From an optimization exercise on the open Yosys and OpenROAD flow, aimed at small area; shortcuts taken in it are not production practice. Only simulation tests tie the RTL to the original design; equivalence was not proved. No activity file was given, so power comes from the tool's default toggle rates. The clock port is modelled as an ideal driver; clocking choices that lean on that would not hold on a real chip.

Design sorted_priority_queue_top, start of the top module:
module sorted_priority_queue_top
#(
	parameter int DEPTH = spq_pkg::DEPTH_DEFAULT
) (
	input  logic              clk,
	input  logic              arst_n,
	input  logic              req_valid,
	output logic              req_stall,
	input  logic [spq_pkg::FUNC_W-1:0] func,
	input  logic [spq_pkg::ID_W-1:0]   requester_id,
	input  logic [spq_pkg::PRI_W-1:0]  priority_req,
	input  logic [spq_pkg::PAY_W-1:0]  payload,
	output logic              rsp_valid,
	input  logic              rsp_stall,
	output logic              accepted,
	output logic [spq_pkg::ID_W-1:0]   popped_id,
	output logic [spq_pkg::PRI_W-1:0]  popped_priority,
	output logic [spq_pkg::PAY_W-1:0]  popped_payload,
	output logic [spq_pkg::OCC_W-1:0]  occupancy,
	output logic [spq_pkg::ID_W-1:0]   head_id,
	output logic [spq_pkg::ID_W-1:0]   tail_id,
	output logic              is_empty
);
	spq_pkg::ctl_cmd_t   cmd;
	spq_pkg::dp_status_t status;
	spq_ctrl u_ctrl (
		.clk       (clk),
		.arst_n    (arst_n),
		.req_valid (req_valid),
		.req_stall (req_stall),
		.rsp_valid (rsp_valid),
		.rsp_stall (rsp_stall),
		.func      (func),
		.status    (status),
		.cmd       (cmd)
	);
	spq_dp #(
		.DEPTH (DEPTH)
	) u_dp (
		.clk             (clk),
		.arst_n          (arst_n),
		.cmd             (cmd),
		.requester_id    (requester_id),
		.priority_req    (priority_req),
		.payload         (payload),
		.status          (status),
		.accepted        (accepted),
		.popped_id       (popped_id),
		.popped_priority (popped_priority),
		.popped_payload  (popped_payload),
		.occupancy       (occupancy),
		.head_id         (head_id),
		.tail_id         (tail_id),
		.is_empty        (is_empty)
	);
endmodule
Settings: LEC_CHECK=0, CAP_MARGIN=20, CORE_MARGIN=2, CORE_UTILIZATION=60, PLACE_DENSITY=0.7, SETUP_SLACK_MARGIN=0.1, SLEW_MARGIN=20; clock period 4.0 ns.
run.sh (not shown) runs the stock make flow with config.mk's settings and CLKGATE_MAP_FILE= SYNTH_SCRIPT=/design/flow/synth_recipe.tcl, a recipe that flattens the netlist after the stock synthesis.
Edit:
Settings changed: CORE_UTILIZATION 60 to 45, PLACE_DENSITY 0.7 to 0.6.
Via count went down by 2.1%.
Worst setup slack degrades by 0.022 ns.
Final area grows by 2.8%.
Clock skew grows by 0.0060 ns.
Synthesized cell count stays the same.
Sequential share of layout area came out lower by 1.6 points.
Hold slack improved by 0.20 ns.
Fmax fell by 0.56%.
Synthesized area does not change.

* * *

## run A
sorted_priority_queue_top, a different RTL version from the one above (not shown whole).
For scale: roughly 31000 µm² of cells after synthesis.
clock: 4.0 ns
lec_check: 0
cap_margin: 20
core_margin: 2
core_utilization: 60
place_density: 0.7
slew_margin: 20
standard.sh (not shown) runs the stock make flow with config.mk's settings and CLKGATE_MAP_FILE= SYNTH_SCRIPT=/design/flow/synth_recipe.tcl, a recipe that flattens the netlist after the stock synthesis.
==> flow/flow/run.sh <==
#!/bin/bash
# The standard ORFS flow (the standard.sh) with three changes, all to how
# the layout is built, none to the design or its constraints:
#  - clock tree synthesis inserts no dummy loads,
#  - port buffers are the smallest buffer cell (buf_1) instead of a delay cell,
#  - larger clock sink clusters.
# Each make step writes its own log under orfs/logs; the whole make output is
# kept in flow_make.log.
set -uo pipefail
bash standard.sh finish \
	'CTS_ARGS=-sink_clustering_enable -repair_clock_nets -dont_use_dummy_load -sink_clustering_size 30 -sink_clustering_max_diameter 100' \
	'BUFFER_PORTS_ARGS=-buffer_cell sky130_fd_sc_hd__buf_1' \
	> flow_make.log 2>&1
Every stage of the flow completed for run A, and the final layout passed the timing, design-rule and antenna checks.
The inputs of run B differ from those of run A as listed below.
- putting SETUP_SLACK_MARGIN at 0.1 where nothing was set
diff --git a/flow/flow/run.sh b/flow/flow/run.sh
--- a/flow/flow/run.sh
+++ b/flow/flow/run.sh
@@ -10,3 +10,3 @@
 bash standard.sh finish \
-	'CTS_ARGS=-sink_clustering_enable -repair_clock_nets -dont_use_dummy_load -sink_clustering_size 30 -sink_clustering_max_diameter 100' \
+	'CTS_ARGS=-sink_clustering_enable -repair_clock_nets -dont_use_dummy_load -sink_clustering_size 24 -sink_clustering_max_diameter 100' \
 	'BUFFER_PORTS_ARGS=-buffer_cell sky130_fd_sc_hd__buf_1' \
==> summary.txt <==
- In summary, run B completed successfully, with a layout that passed the timing, design-rule and antenna checks.
- Run B vs. run A: wire length of the first global-routing pass went up by 790 µm.
- Cell area | run B vs run A | run B larger
- Switching power share of the total ended up 0.22 points lower on run B than on run A.
- Run B ended up with u_dp.slot_q[15][3]$_DFF_P_ as its launching element of the worst setup path; run A ended up with u_dp.slot_q[15][0]$_DFF_P_.
- Going from run A to run B, worst hold slack went up by 0.081 ns, number of vias in the routed layout went up by about 0.3%, total wirelength of the detailed-routed design went up by about 0.6%.
- Final worst-path cycle share ends up higher on run A.
The following lists how run C was set up differently from run B:
diff --git a/flow/flow/run.sh b/flow/flow/run.sh
--- a/flow/flow/run.sh
+++ b/flow/flow/run.sh
@@ -10,3 +10,3 @@
 bash standard.sh finish \
-	'CTS_ARGS=-sink_clustering_enable -repair_clock_nets -dont_use_dummy_load -sink_clustering_size 24 -sink_clustering_max_diameter 100' \
+	'CTS_ARGS=-sink_clustering_enable -repair_clock_nets -dont_use_dummy_load -sink_clustering_size 30 -sink_clustering_max_diameter 100' \
 	'BUFFER_PORTS_ARGS=-buffer_cell sky130_fd_sc_hd__buf_1' \
## What came out
Run C: done, clean on timing, DRC and antenna. Worst clock skew across run C and run B: no real change. Run C vs run B: flip-flop and latch share of the layout cell area up in run C. Worst max-slew margin expressed relative to the limit, run C and run B: larger value in run C. The wire length on met3 number comes out higher for run C vs run B. Run C: met3 usage in global routing 0.44 points below run B. Fraction of power spent switching nets is lower on run B.

* * *

## Q
sorted_priority_queue_top, a different RTL version from the one above (not shown whole).
Size: roughly 2200 cells after synthesis, roughly 31000 um2 of cells after synthesis.
## sorted_priority_queue_top
module sorted_priority_queue_top
#(
	parameter int DEPTH = spq_pkg::DEPTH_DEFAULT
) (
	input  logic              clk,
	input  logic              arst_n,
	input  logic              req_valid,
	output logic              req_stall,
	input  logic [spq_pkg::FUNC_W-1:0] func,
	input  logic [spq_pkg::ID_W-1:0]   requester_id,
	input  logic [spq_pkg::PRI_W-1:0]  priority_req,
	input  logic [spq_pkg::PAY_W-1:0]  payload,
	output logic              rsp_valid,
	input  logic              rsp_stall,
	output logic              accepted,
	output logic [spq_pkg::ID_W-1:0]   popped_id,
	output logic [spq_pkg::PRI_W-1:0]  popped_priority,
	output logic [spq_pkg::PAY_W-1:0]  popped_payload,
	output logic [spq_pkg::OCC_W-1:0]  occupancy,
	output logic [spq_pkg::ID_W-1:0]   head_id,
	output logic [spq_pkg::ID_W-1:0]   tail_id,
	output logic              is_empty
);
export LEC_CHECK = 0
export CAP_MARGIN = 20
export CORE_MARGIN = 2
export CORE_UTILIZATION = 60
export PLACE_DENSITY = 0.8
export SETUP_SLACK_MARGIN = 0.1
export SLEW_MARGIN = 20
create_clock -name core_clock -period 4.0 [get_ports {clk}]
==> flow/flow/run.sh <==
#!/bin/bash
# The standard ORFS flow (the standard.sh) with three changes, all to how
# the layout is built, none to the design or its constraints:
#  - clock tree synthesis inserts no dummy loads,
#  - port buffers are the smallest buffer cell (buf_1) instead of a delay cell,
#  - larger clock sink clusters.
# Each make step writes its own log under orfs/logs; the whole make output is
# kept in flow_make.log.
set -uo pipefail
bash standard.sh finish \
	'CTS_ARGS=-sink_clustering_enable -repair_clock_nets -dont_use_dummy_load -sink_clustering_size 30 -sink_clustering_max_diameter 100' \
	'BUFFER_PORTS_ARGS=-buffer_cell sky130_fd_sc_hd__buf_1' \
	> flow_make.log 2>&1
Q: PASS, flow complete, no timing, DRC or antenna violations
The following lists how S was set up differently from Q:
Settings: swapping 60 for 55 in CORE_UTILIZATION.
## What came out
- In terms of number of vias in the routed layout, S and Q differ only marginally.
- Diff Q -> S: internal power increased 0.74%, global router's overall resource usage fell 2.2 points, maximum count of clock buffers along a single path neither gained nor lost much.
- There was hardly any difference in share of the final layout cell area in multi-input gates between Q and S.
- The standard cells in S occupy more silicon area than those in Q do.
- Going from Q to S, final cell utilization of the core shows a reduction of 4.6 points; post-synthesis cell count shows no meaningful change.

* * *

== job 8021 ==
sorted_priority_queue_top, a different RTL version from the one above (not shown whole).
For scale: ~2,200 cells after synthesis, roughly 750 flip-flops, about 110 I/O pins, ~31,000 um2 of cells after synthesis.
==> flow/config.mk <==
export PLATFORM = sky130hd
export DESIGN_NAME = sorted_priority_queue_top
export DESIGN_NICKNAME = sorted_priority_queue_top
export VERILOG_FILES = /design/flow/design.v
export SDC_FILE = /design/flow/constraint.sdc
export NUM_CORES = 4
export LEC_CHECK = 0
export CAP_MARGIN = 0
export CORE_MARGIN = 2
export CORE_UTILIZATION = 60
export PLACE_DENSITY = 0.7
export SETUP_SLACK_MARGIN = 0.1
export SLEW_MARGIN = 0
==> flow/constraint.sdc <==
create_clock -name core_clock -period 4.0 [get_ports {clk}]
set_input_delay 0.8000 -clock core_clock [delete_from_list [all_inputs] [get_ports {clk}]]
set_output_delay 0.8000 -clock core_clock [all_outputs]
set_load 0.01 [all_outputs]
Scripts as last shown in full above: flow/flow/run.sh
Here is what was changed in the inputs of job 2341 compared with job 8021.
# job 8021
export LEC_CHECK = 0
export CAP_MARGIN = 0
export CORE_MARGIN = 2
export CORE_UTILIZATION = 60
export PLACE_DENSITY = 0.7
export SETUP_SLACK_MARGIN = 0.1
export SLEW_MARGIN = 0
create_clock -name core_clock -period 4.0 [get_ports {clk}]
# job 2341
export LEC_CHECK = 0
export CAP_MARGIN = 20
export CORE_MARGIN = 2
export CORE_UTILIZATION = 70
export PLACE_DENSITY = 0.78
export SETUP_SLACK_MARGIN = 0.1
export SLEW_MARGIN = 20
create_clock -name core_clock -period 4.0 [get_ports {clk}]
==> summary.txt <==
Every run in the comparison, job 8021 and job 2341, completed the flow with a clean layout. Job 8021 leaves more setup margin than job 2341. Re global placement routability congestion: job 8021 and job 2341 aren't equal, and the higher value belongs to job 2341. When job 2341 is measured against job 8021, its wire length turns out 0.73% higher. From job 8021 to job 2341, flip-flop and latch count did not move at all. The cell area after synthesis was comparable across job 8021 and job 2341.
Modified inputs, job 2359 compared to job 2341
# job 2341
export LEC_CHECK = 0
export CAP_MARGIN = 20
export CORE_MARGIN = 2
export CORE_UTILIZATION = 70
export PLACE_DENSITY = 0.78
export SETUP_SLACK_MARGIN = 0.1
export SLEW_MARGIN = 20
create_clock -name core_clock -period 4.0 [get_ports {clk}]
# job 2359
export LEC_CHECK = 0
export CAP_MARGIN = 20
export CORE_MARGIN = 2
export CORE_UTILIZATION = 60
export PLACE_DENSITY = 0.7
export SETUP_SLACK_MARGIN = 0.1
export SLEW_MARGIN = 20
create_clock -name core_clock -period 4.0 [get_ports {clk}]
==> flow/flow/run.sh <==
#!/bin/bash
# The standard ORFS flow (the standard.sh) with three changes, all to how
# the layout is built, none to the design or its constraints:
#  - clock tree synthesis inserts no dummy loads,
#  - port buffers are the smallest buffer cell (buf_1) instead of a delay cell,
#  - after global routing, gates off the critical paths are downsized.
# Each make step writes its own log under orfs/logs; the whole make output is
# kept in flow_make.log.
set -uo pipefail
bash standard.sh finish \
	'CTS_ARGS=-sink_clustering_enable -repair_clock_nets -dont_use_dummy_load' \
	'BUFFER_PORTS_ARGS=-buffer_cell sky130_fd_sc_hd__buf_1' \
	RECOVER_POWER=100 > flow_make.log 2>&1
Layout checks on job 2359: not met. Flow itself completed; violations: capacitance limit, slew limit.
Highest routing layer actually used: met4 -> job 2341, met5 -> job 2359
Capture point of the critical path = popped_payload[26]: job 2341; capture point of the critical path = head_id[3]: job 2359
In job 2359 relative to job 2341, power had gone up by more than 10%.
Summary of job 2359 over job 2341: met2 layer wire length in the routed design lost 250 um; worst reg-to-reg setup slack lost 0.59 ns; wire length picked up an extra 780 um.
Comparing the two runs side by side, job 2359 comes out behind job 2341 on worst setup slack.
Compare job 2359 and job 2341 | power in sequential cells lower: job 2341
I/O pin total came out exactly the same in job 2359 and job 2341.
Area used by multi-input combinational logic (job 2359 over job 2341): decrease, 110 um2
Looking at job 2359 and job 2341, the flip-flop and latch area is a wash.

* * *

The RTL this note starts from:
==> flow/design.v <==
`timescale 1ns / 1ps
package spq_pkg;
	localparam int DEPTH_DEFAULT = 16;
	localparam int ID_W = 6;
	localparam int PRI_W = 4;
	localparam int PAY_W = 32;
	localparam int FUNC_W = 2;
	localparam int OCC_W = 5;
	localparam logic [FUNC_W-1:0] FUNC_PUSH = 2'd0;
	localparam logic [FUNC_W-1:0] FUNC_POP = 2'd1;
	localparam logic [FUNC_W-1:0] FUNC_CLEAR = 2'd2;
	typedef enum logic {
		ST_IDLE,
		ST_HOLD
	} ctl_state_t;
	typedef struct packed {
		logic push;
		logic pop;
		logic clear;
		logic load;
	} ctl_cmd_t;
	typedef struct packed {
		logic full;
		logic empty;
	} dp_status_t;
endpackage
`timescale 1ns / 1ps
module spq_ctrl
(
	input  logic              clk,
	input  logic              arst_n,
	input  logic              req_valid,
	output logic              req_stall,
	output logic              rsp_valid,
	input  logic              rsp_stall,
	input  logic [spq_pkg::FUNC_W-1:0] func,
	input  spq_pkg::dp_status_t        status,
	output spq_pkg::ctl_cmd_t          cmd
);
	spq_pkg::ctl_state_t state_q;
	spq_pkg::ctl_state_t state_d;
	logic       accept;
	always_ff @(posedge clk or negedge arst_n) begin
		if (!arst_n) begin
			state_q <= spq_pkg::ST_IDLE;
		end else begin
			state_q <= state_d;
		end
	end
	always_comb begin
		req_stall = (state_q == spq_pkg::ST_HOLD) && rsp_stall;
		rsp_valid = (state_q == spq_pkg::ST_HOLD);
		accept = req_valid && !req_stall;
		cmd.load = accept;
		cmd.push = accept && (func == spq_pkg::FUNC_PUSH) && !status.full;
		cmd.pop = accept && (func == spq_pkg::FUNC_POP) && !status.empty;
		cmd.clear = accept && (func == spq_pkg::FUNC_CLEAR);
		state_d = state_q;
		case (state_q)
			spq_pkg::ST_IDLE: begin
				if (accept) begin
					state_d = spq_pkg::ST_HOLD;
				end
			end
			spq_pkg::ST_HOLD: begin
				if (!rsp_stall && !accept) begin
					state_d = spq_pkg::ST_IDLE;
				end
			end
			default: begin
				state_d = spq_pkg::ST_IDLE;
			end
		endcase
	end
endmodule
`timescale 1ns / 1ps
module spq_dp
#(
	parameter int DEPTH = spq_pkg::DEPTH_DEFAULT
) (
	input  logic             clk,
	input  logic             arst_n,
	input  spq_pkg::ctl_cmd_t         cmd,
	input  logic             rsp_valid,
	input  logic             req_stall,
	input  logic [spq_pkg::ID_W-1:0]  requester_id,
	input  logic [spq_pkg::PRI_W-1:0] priority_req,
	input  logic [spq_pkg::PAY_W-1:0] payload,
	output spq_pkg::dp_status_t       status,
	output logic             accepted,
	output logic [spq_pkg::ID_W-1:0]  popped_id,
	output logic [spq_pkg::PRI_W-1:0] popped_priority,
	output logic [spq_pkg::PAY_W-1:0] popped_payload,
	output logic [spq_pkg::OCC_W-1:0] occupancy,
	output logic [spq_pkg::ID_W-1:0]  head_id,
	output logic [spq_pkg::ID_W-1:0]  tail_id,
	output logic             is_empty
);
	localparam int CNT_W = $clog2(DEPTH + 1);
	localparam int SL_W = $clog2(DEPTH);
	logic [spq_pkg::ID_W-1:0]  id_q  [DEPTH];
	logic [spq_pkg::PAY_W-1:0] pay_q [DEPTH];
	logic [spq_pkg::PRI_W-1:0] pri_q [DEPTH];
	logic [SL_W-1:0]  slot_q [DEPTH];
	logic [CNT_W-1:0] count_q;
	logic [spq_pkg::ID_W-1:0] tail_q;
	logic             acc_q;
	logic             pop_q;
	logic [DEPTH-1:0] vld;
	logic [DEPTH-1:0] ge;
	logic             lt_any;
	logic [DEPTH-1:0] sel_new;
	logic [DEPTH-1:0] sel_head;
	logic [DEPTH-1:0] sel_pop;
	logic             empty;
	assign empty = (count_q == '0);
	logic renumber;
	assign renumber = empty && !cmd.push && !rsp_valid;
	function automatic logic pri_ge(input logic [spq_pkg::PRI_W-1:0] a,
			input logic [spq_pkg::PRI_W-1:0] b);
		logic r;
		r = 1'b1;
		for (int i = 0; i < spq_pkg::PRI_W; i++) begin
			r = (a[i] & !b[i]) | ((a[i] | !b[i]) & r);
		end
		pri_ge = r;
	endfunction
	always_comb begin
		lt_any = 1'b0;
		for (int r = 0; r < DEPTH; r++) begin
			vld[r] = (count_q > CNT_W'(r));
			ge[r] = vld[r] && pri_ge(pri_q[r], priority_req);
			lt_any = lt_any | (vld[r] && !ge[r]);
		end
		for (int s = 0; s < DEPTH; s++) begin
			sel_new[s] = (slot_q[DEPTH-1] == SL_W'(s));
			sel_head[s] = !empty && (slot_q[0] == SL_W'(s));
			sel_pop[s] = pop_q && sel_new[s];
		end
	end
	for (genvar r = 0; r < DEPTH; r++) begin : g_pos
		localparam int PREV = (r == 0) ? 0 : r - 1;
		localparam int NEXT = (r == DEPTH - 1) ? 0 : r + 1;
		logic take_new;
		logic c_new, c_prev, c_next, c_hold;
		assign take_new = (r == 0) ? 1'b1 : ge[PREV];
		assign c_new = cmd.push && !ge[r] && take_new;
		assign c_prev = cmd.push && !ge[r] && !take_new;
		assign c_next = cmd.pop;
		assign c_hold = !cmd.pop && !(cmd.push && !ge[r]);
		always_ff @(posedge clk) begin
			pri_q[r] <= ({spq_pkg::PRI_W{c_hold}} & pri_q[r])
				| ({spq_pkg::PRI_W{c_new}} & priority_req)
				| ({spq_pkg::PRI_W{c_prev}} & pri_q[PREV])
				| ({spq_pkg::PRI_W{c_next}} & pri_q[NEXT]);
		end
		always_ff @(posedge clk) begin
			slot_q[r] <= ({SL_W{c_hold && !renumber}} & slot_q[r])
				| ({SL_W{renumber}} & SL_W'(r))
				| ({SL_W{c_new}} & slot_q[DEPTH-1])
				| ({SL_W{c_prev}} & slot_q[PREV])
				| ({SL_W{c_next}} & slot_q[NEXT]);
		end
	end
	logic write_free;
	assign write_free = !status.full && !(pop_q && req_stall);
	for (genvar s = 0; s < DEPTH; s++) begin : g_slot
		logic we;
		assign we = write_free && sel_new[s];
		always_ff @(posedge clk) begin
			id_q[s] <= ({spq_pkg::ID_W{!we}} & id_q[s]) | ({spq_pkg::ID_W{we}} & requester_id);
			pay_q[s] <= ({spq_pkg::PAY_W{!we}} & pay_q[s]) | ({spq_pkg::PAY_W{we}} & payload);
		end
	end
	assign status.full = (count_q == CNT_W'(DEPTH));
	assign status.empty = empty;
	always_ff @(posedge clk or negedge arst_n) begin
		if (!arst_n) begin
			count_q <= '0;
		end else if (cmd.clear) begin
			count_q <= '0;
		end else if (cmd.push) begin
			count_q <= count_q + CNT_W'(1);
		end else if (cmd.pop) begin
			count_q <= count_q - CNT_W'(1);
		end
	end
	always_ff @(posedge clk) begin
		if (cmd.push && !lt_any) begin
			tail_q <= requester_id;
		end
	end
	always_ff @(posedge clk) begin
		if (cmd.load) begin
			acc_q <= cmd.push | cmd.pop | cmd.clear;
			pop_q <= cmd.pop;
		end
	end
	always_comb begin
		popped_id = '0;
		popped_payload = '0;
		head_id = '0;
		for (int s = 0; s < DEPTH; s++) begin
			popped_id = popped_id | ({spq_pkg::ID_W{sel_pop[s]}} & id_q[s]);
			popped_payload = popped_payload | ({spq_pkg::PAY_W{sel_pop[s]}} & pay_q[s]);
			head_id = head_id | ({spq_pkg::ID_W{sel_head[s]}} & id_q[s]);
		end
	end
	assign popped_priority = pop_q ? pri_q[DEPTH-1] : '0;
	assign accepted = acc_q;
	assign occupancy = spq_pkg::OCC_W'(count_q);
	assign is_empty = empty;
	assign tail_id = empty ? '0 : tail_q;
endmodule
`timescale 1ns / 1ps
module sorted_priority_queue_top
#(
	parameter int DEPTH = spq_pkg::DEPTH_DEFAULT
) (
	input  logic              clk,
	input  logic              arst_n,
	input  logic              req_valid,
	output logic              req_stall,
	input  logic [spq_pkg::FUNC_W-1:0] func,
	input  logic [spq_pkg::ID_W-1:0]   requester_id,
	input  logic [spq_pkg::PRI_W-1:0]  priority_req,
	input  logic [spq_pkg::PAY_W-1:0]  payload,
	output logic              rsp_valid,
	input  logic              rsp_stall,
	output logic              accepted,
	output logic [spq_pkg::ID_W-1:0]   popped_id,
	output logic [spq_pkg::PRI_W-1:0]  popped_priority,
	output logic [spq_pkg::PAY_W-1:0]  popped_payload,
	output logic [spq_pkg::OCC_W-1:0]  occupancy,
	output logic [spq_pkg::ID_W-1:0]   head_id,
	output logic [spq_pkg::ID_W-1:0]   tail_id,
	output logic              is_empty
);
	spq_pkg::ctl_cmd_t   cmd;
	spq_pkg::dp_status_t status;
	spq_ctrl u_ctrl (
		.clk       (clk),
		.arst_n    (arst_n),
		.req_valid (req_valid),
		.req_stall (req_stall),
		.rsp_valid (rsp_valid),
		.rsp_stall (rsp_stall),
		.func      (func),
		.status    (status),
		.cmd       (cmd)
	);
	spq_dp #(
		.DEPTH (DEPTH)
	) u_dp (
		.clk             (clk),
		.arst_n          (arst_n),
		.cmd             (cmd),
		.rsp_valid       (rsp_valid),
		.req_stall       (req_stall),
		.requester_id    (requester_id),
		.priority_req    (priority_req),
		.payload         (payload),
		.status          (status),
		.accepted        (accepted),
		.popped_id       (popped_id),
		.popped_priority (popped_priority),
		.popped_payload  (popped_payload),
		.occupancy       (occupancy),
		.head_id         (head_id),
		.tail_id         (tail_id),
		.is_empty        (is_empty)
	);
endmodule
export LEC_CHECK = 0
export CAP_MARGIN = 20
export CORE_MARGIN = 2
export CORE_UTILIZATION = 68
export PLACE_DENSITY = 0.82
export SETUP_SLACK_MARGIN = 0.1
export SLEW_MARGIN = 20
create_clock -name core_clock -period 4.0 [get_ports {clk}]
==> flow/flow/run.sh <==
#!/bin/bash
# The standard ORFS flow (the standard.sh) with three changes, all to how
# the layout is built, none to the design or its constraints:
#  - clock tree synthesis inserts no dummy loads,
#  - port buffers are the smallest buffer cell (buf_1) instead of a delay cell,
#  - larger clock sink clusters.
# Each make step writes its own log under orfs/logs; the whole make output is
# kept in flow_make.log.
set -uo pipefail
bash standard.sh finish \
	'CTS_ARGS=-sink_clustering_enable -repair_clock_nets -dont_use_dummy_load -sink_clustering_size 30 -sink_clustering_max_diameter 100' \
	'BUFFER_PORTS_ARGS=-buffer_cell sky130_fd_sc_hd__buf_1' \
	> flow_make.log 2>&1
The first run ran to the end with no violations.
Rerun with:
Settings changed: CORE_UTILIZATION 68 to 60, PLACE_DENSITY 0.82 to 0.7.
Effect:
- The changed run completed without violations
- power is about the same
- global-route usage shrinks by 3.7 points
- hold slack loses 0.046 ns
- first-iteration DRC count shrinks by 29%
- synthesized area stays the same
- wire length grows by 1.3%
- register-to-register slack gains 0.22 ns
Rerun with:
Settings changed: CORE_UTILIZATION 60 to 65, PLACE_DENSITY 0.7 to 0.8.
Result: The changed run went through all stages and came out clean. Sequential power hardly moves. Cell count drops by a few percent. Power drops slightly. Via count climbs by a few percent. Register-to-register slack degrades by 0.14 ns. Core utilization climbs by 5.7 points. Synthesized area does not change.

[static timing again, ports no longer ideal]
No port has a modelled driver above. Below, the same layouts with a new extraction and two added sets of constraints. Step 1 assumes that a clkbuf_16 drives the clock port and a buf_2 every other input. Step 2 adds t to the input delays and takes it off the output delays; t is the mean of the earliest and latest rising clock arrival at the registers after step 1. Input paths then give back, and output paths get back, about the clock's delay inside the block. a / b / c = ideal ports / drivers / drivers and shift; a / b = the first two.
run	t (ns)	setup slack, ns	worst hold slack (ns)	worst register clock-pin slew, ns	worst data-port slew with drivers (ns)
the first run of note 1	0.675	0.183 / 0.127 / -0.161	0.073 / 0.037 / 0.507	0.07 / 0.07	0.08
the second run of note 1	0.695	0.161 / 0.098 / 0.069	0.272 / 0.236 / 0.504	0.06 / 0.06	0.08
run A	0.666	0.074 / 0.015 / 0.257	0.039 / 0.005 / 0.497	0.12 / 0.12	0.08
run B	0.631	0.129 / 0.069 / 0.189	0.120 / 0.085 / 0.510	0.10 / 0.10	0.09
run C	0.664	0.144 / 0.085 / 0.256	0.047 / 0.013 / 0.500	0.12 / 0.12	0.08
Q	0.661	0.140 / 0.079 / 0.381	0.120 / 0.083 / 0.499	0.12 / 0.12	0.10
S	0.679	0.135 / 0.074 / 0.211	0.023 / -0.015 / 0.450	0.12 / 0.12	0.12
job 8021	0.675	0.180 / 0.114 / 0.261	0.268 / 0.226 / 0.478	0.12 / 0.12	0.12
job 2341	0.680	0.135 / 0.076 / 0.211	0.273 / 0.240 / 0.492	0.12 / 0.12	0.12
job 2359	0.663	0.099 / 0.033 / -0.004	0.437 / 0.393 / 0.471	0.06 / 0.06	0.11
the first run of note 5	0.668	0.153 / 0.093 / 0.443	0.082 / 0.043 / 0.512	0.12 / 0.12	0.08
the second run of note 5	0.680	0.140 / 0.080 / 0.504	0.037 / 0.005 / 0.515	0.12 / 0.12	0.09
the third run of note 5	0.674	0.126 / 0.063 / 0.262	0.086 / 0.047 / 0.496	0.12 / 0.12	0.11
The setup slack of the first run of note 1, which loses most, moves by -0.056 ns with the drivers and by -0.344 ns with both steps.
